Background: an optimization exercise with open tools, aiming at small area. Do not read the settings as production practice.
The RTL was checked by simulation tests, not by an equivalence proof against the original design.
No activity file was given, so power comes from the tool's default toggle rates.

// sdm_cic_decim
module sdm_cic_decim #(
    parameter int unsigned CH         = 4,
    parameter int unsigned ORDER      = 4,
    parameter int unsigned DECIM_LOG2 = 6,
    parameter int unsigned OUT_W      = 16
) (
    input  logic                  clk,
    input  logic                  rst,
    input  logic                  sync_clr,
    input  logic                  valid_in,
    input  logic [CH-1:0]         din,
    output logic                  dout_valid,
    input  logic                  dout_ready,
    output logic [CH*OUT_W-1:0]   dout,
    output logic                  overrun
);
Size in the first run: roughly 2900 cells after synthesis, roughly 75 I/O pins.
make LEC_CHECK=0 ABC_AREA=1 CAP_MARGIN=0 CORE_MARGIN=2 CORE_UTILIZATION=55 CTS_CLUSTER_DIAMETER=100 CTS_CLUSTER_SIZE=30 SLEW_MARGIN=0 finish   # period 10.0 ns
run.sh (not shown) runs the stock make flow with config.mk's settings and CLKGATE_MAP_FILE= SYNTH_SCRIPT=/design/flow/synth_recipe.tcl, a recipe that flattens the netlist after the stock synthesis.
The starting point completed, yet does not pass: capacitance limit, slew limit.
Next try:
==> flow/flow/run.sh (new file) <==
#!/bin/bash
# Layout flow: the standard flow (standard.sh), run in three parts so that
#  - floorplan skips its wire-load-model timing repair (REMOVE_ABC_BUFFERS=1);
#    the placement, CTS and global-route repairs still close timing on the
#    placed design, without the floorplan's pessimistic upsizing;
#  - the port buffers are the platform's smallest buffer, buf_1.
# Synthesis is the standard one, unchanged. Each part logs to its own file here.
set -euo pipefail
bash standard.sh synth > synth.log 2>&1
REMOVE_ABC_BUFFERS=1 bash standard.sh floorplan > floorplan.log 2>&1
BUFFER_PORTS_ARGS="-buffer_cell sky130_fd_sc_hd__buf_1" bash standard.sh finish > finish.log 2>&1
==> flow/standard.sh (new file) <==
#!/bin/bash
# synth_recipe.tcl (not shown) runs the flow's synth.tcl, then flattens the netlist and writes it again
# the make line also repeats each setting of config.mk as NAME=value (left out here)
make -C /OpenROAD-flow-scripts/flow DESIGN_CONFIG=/design/flow/config.mk WORK_HOME=/design/flow/orfs CLKGATE_MAP_FILE= SYNTH_SCRIPT=/design/flow/synth_recipe.tcl "${@:-finish}"
removed: flow/run.sh
After rerunning: The changed run ran to the end with no violations. Sequential power hardly moves. Wire length shrinks by 11%. Non-clock buffer count went down by 14. Power falls by 0.92%. Global-route usage goes down by 3.8 points. Clock skew stays flat. Worst setup slack improved by 75 ps. Final area came out lower by 1.9%. Critical path depth decreases by 1.

* * *

Another version of the RTL of sdm_cic_decim (not shown whole).
Size: roughly 2800 cells after synthesis, about 470 flip-flops.
// sdm_cic_decim
module sdm_cic_decim #(
    parameter int unsigned CH         = 4,
    parameter int unsigned ORDER      = 4,
    parameter int unsigned DECIM_LOG2 = 6,
    parameter int unsigned OUT_W      = 16
) (
    input  logic                  clk,
    input  logic                  rst,
    input  logic                  sync_clr,
    input  logic                  valid_in,
    input  logic [CH-1:0]         din,
    output logic                  dout_valid,
    input  logic                  dout_ready,
    output logic [CH*OUT_W-1:0]   dout,
    output logic                  overrun
);
==> flow/config.mk <==
export PLATFORM = sky130hd
export DESIGN_NAME = sdm_cic_decim
export DESIGN_NICKNAME = sdm_cic_decim
export VERILOG_FILES = /design/flow/design.v
export SDC_FILE = /design/flow/constraint.sdc
export NUM_CORES = 4
export LEC_CHECK = 0
export ABC_AREA = 1
export CAP_MARGIN = 10
export CORE_MARGIN = 2
export CORE_UTILIZATION = 55
export CTS_CLUSTER_DIAMETER = 100
export CTS_CLUSTER_SIZE = 30
export SLEW_MARGIN = 10
==> flow/constraint.sdc <==
create_clock -name core_clock -period 10.0 [get_ports {clk}]
set_input_delay 2.0000 -clock core_clock [delete_from_list [all_inputs] [get_ports {clk}]]
set_output_delay 2.0000 -clock core_clock [all_outputs]
set_load 0.01 [all_outputs]
standard.sh (not shown) runs the stock make flow with config.mk's settings and CLKGATE_MAP_FILE= SYNTH_SCRIPT=/design/flow/synth_recipe.tcl, a recipe that flattens the netlist after the stock synthesis.
==> flow/flow/run.sh <==
#!/bin/bash
# Layout flow: the standard flow (standard.sh), run in three parts so that
#  - floorplan skips its wire-load-model timing repair (REMOVE_ABC_BUFFERS=1);
#    the placement, CTS and global-route repairs still close timing on the
#    placed design, without the floorplan's pessimistic upsizing;
#  - the port buffers are the platform's smallest buffer, buf_1.
# Synthesis is the standard one, unchanged. Each part logs to its own file here.
set -euo pipefail
bash standard.sh synth > synth.log 2>&1
REMOVE_ABC_BUFFERS=1 bash standard.sh floorplan > floorplan.log 2>&1
BUFFER_PORTS_ARGS="-buffer_cell sky130_fd_sc_hd__buf_1" bash standard.sh finish > finish.log 2>&1
The starting point finished clean.
Then changed:
Settings changed: CTS_CLUSTER_SIZE 30 to 25.
What happened: Register-to-register slack is better by 0.02 ns. Global-route usage went up by 0.19 points. Setup slack is better by 0.017 ns. Flip-flop and latch count stays the same.
Then changed:
Settings changed: CORE_UTILIZATION 55 to 65.
After rerunning: The changed run completed without violations; area after synthesis is unchanged; via count increases slightly; routed wire length goes down by a few percent; core utilization increases by 9.9 points; total power hardly moves; synthesized cell count is unchanged; non-clock buffer count went down by 18.
Then changed:
Settings changed: CTS_BUF_LIST from default to sky130_fd_sc_hd__clkbuf_8, CTS_CLUSTER_DIAMETER 100 to 60, CTS_CLUSTER_SIZE 25 to 16.
Combinational power is about the same.
Cell area went up by 0.44%.
Fmax is about the same.
Die area stays the same.
Sequential share of layout area decreases by 0.17 points.

* * *

Another version of the RTL of sdm_cic_decim (not shown whole).
For scale: roughly 3,000 cells after synthesis, roughly 75 I/O pins, about 26,000 um^2 of cells after synthesis.
clock: 10.0 ns
lec_check: 0
abc_area: 1
cap_margin: 0
core_margin: 2
core_utilization: 40
cts_cluster_diameter: 100
cts_cluster_size: 30
slew_margin: 0
run.sh (not shown) runs the stock make flow with config.mk's settings and CLKGATE_MAP_FILE= SYNTH_SCRIPT=/design/flow/synth_recipe.tcl, a recipe that flattens the netlist after the stock synthesis.
Stock flow here: none of the scripts above is used.
Next try:
--- a/flow/config.mk
+++ b/flow/config.mk
@@ -10,5 +10,4 @@
 export CORE_MARGIN = 2
 export CORE_UTILIZATION = 40
-export CTS_CLUSTER_DIAMETER = 100
-export CTS_CLUSTER_SIZE = 30
+export CTS_BUF_LIST = sky130_fd_sc_hd__clkbuf_4 sky130_fd_sc_hd__clkbuf_8
 export SLEW_MARGIN = 0
Effect: The changed run went through all stages and came out clean. Die area stays the same. Routed wire length climbs by a few percent. Maximum frequency is higher slightly. First-iteration DRC count rose by roughly a tenth. Clock skew drops by 0.034 ns. Via count is higher by a few percent. Count of clock-buffer cells in the layout increases by 99. Sequential cell count stays the same. Non-clock buffer count rises by 4.

[re-timing with driven ports]
How much do the figures lean on ideal ports? The routed layouts below were timed once more, with nothing changed but the port constraints.
Step 1, drivers: a clkbuf_16 drives clk and a buf_2 each remaining input, both assumed.
Step 2, shift: input delay + t, output delay - t, t = (earliest + latest rising clock arrival at the registers) / 2. This alone moves slack from input paths to output paths.
a / b / c = ideal / step 1 / step 2; a / b = the first two.
run | t, ns | setup slack, ns | latest minus earliest clock arrival (ns) | worst register clock-pin slew, ns | pins driven straight from the clock port
the first run of note 1 | 0.627 | 0.248 / 0.248 / 0.248 | 0.038 / 0.038 | 0.12 / 0.12 | 1
the second run of note 1 | 0.624 | 0.324 / 0.324 / 0.324 | 0.037 / 0.038 | 0.12 / 0.12 | 1
the first run of note 2 | 0.617 | 0.300 / 0.300 / 0.300 | 0.039 / 0.039 | 0.13 / 0.13 | 1
the second run of note 2 | 0.653 | 0.318 / 0.318 / 0.318 | 0.032 / 0.031 | 0.11 / 0.11 | 1
the third run of note 2 | 0.628 | 0.274 / 0.274 / 0.274 | 0.035 / 0.034 | 0.11 / 0.11 | 1
the fourth run of note 2 | 0.690 | 0.287 / 0.287 / 0.287 | 0.042 / 0.043 | 0.11 / 0.11 | 1
the first run of note 3 | 0.623 | 0.264 / 0.264 / 0.264 | 0.065 / 0.064 | 0.12 / 0.12 | 1
the second run of note 3 | 0.716 | 0.293 / 0.293 / 0.293 | 0.033 / 0.032 | 0.07 / 0.07 | 1
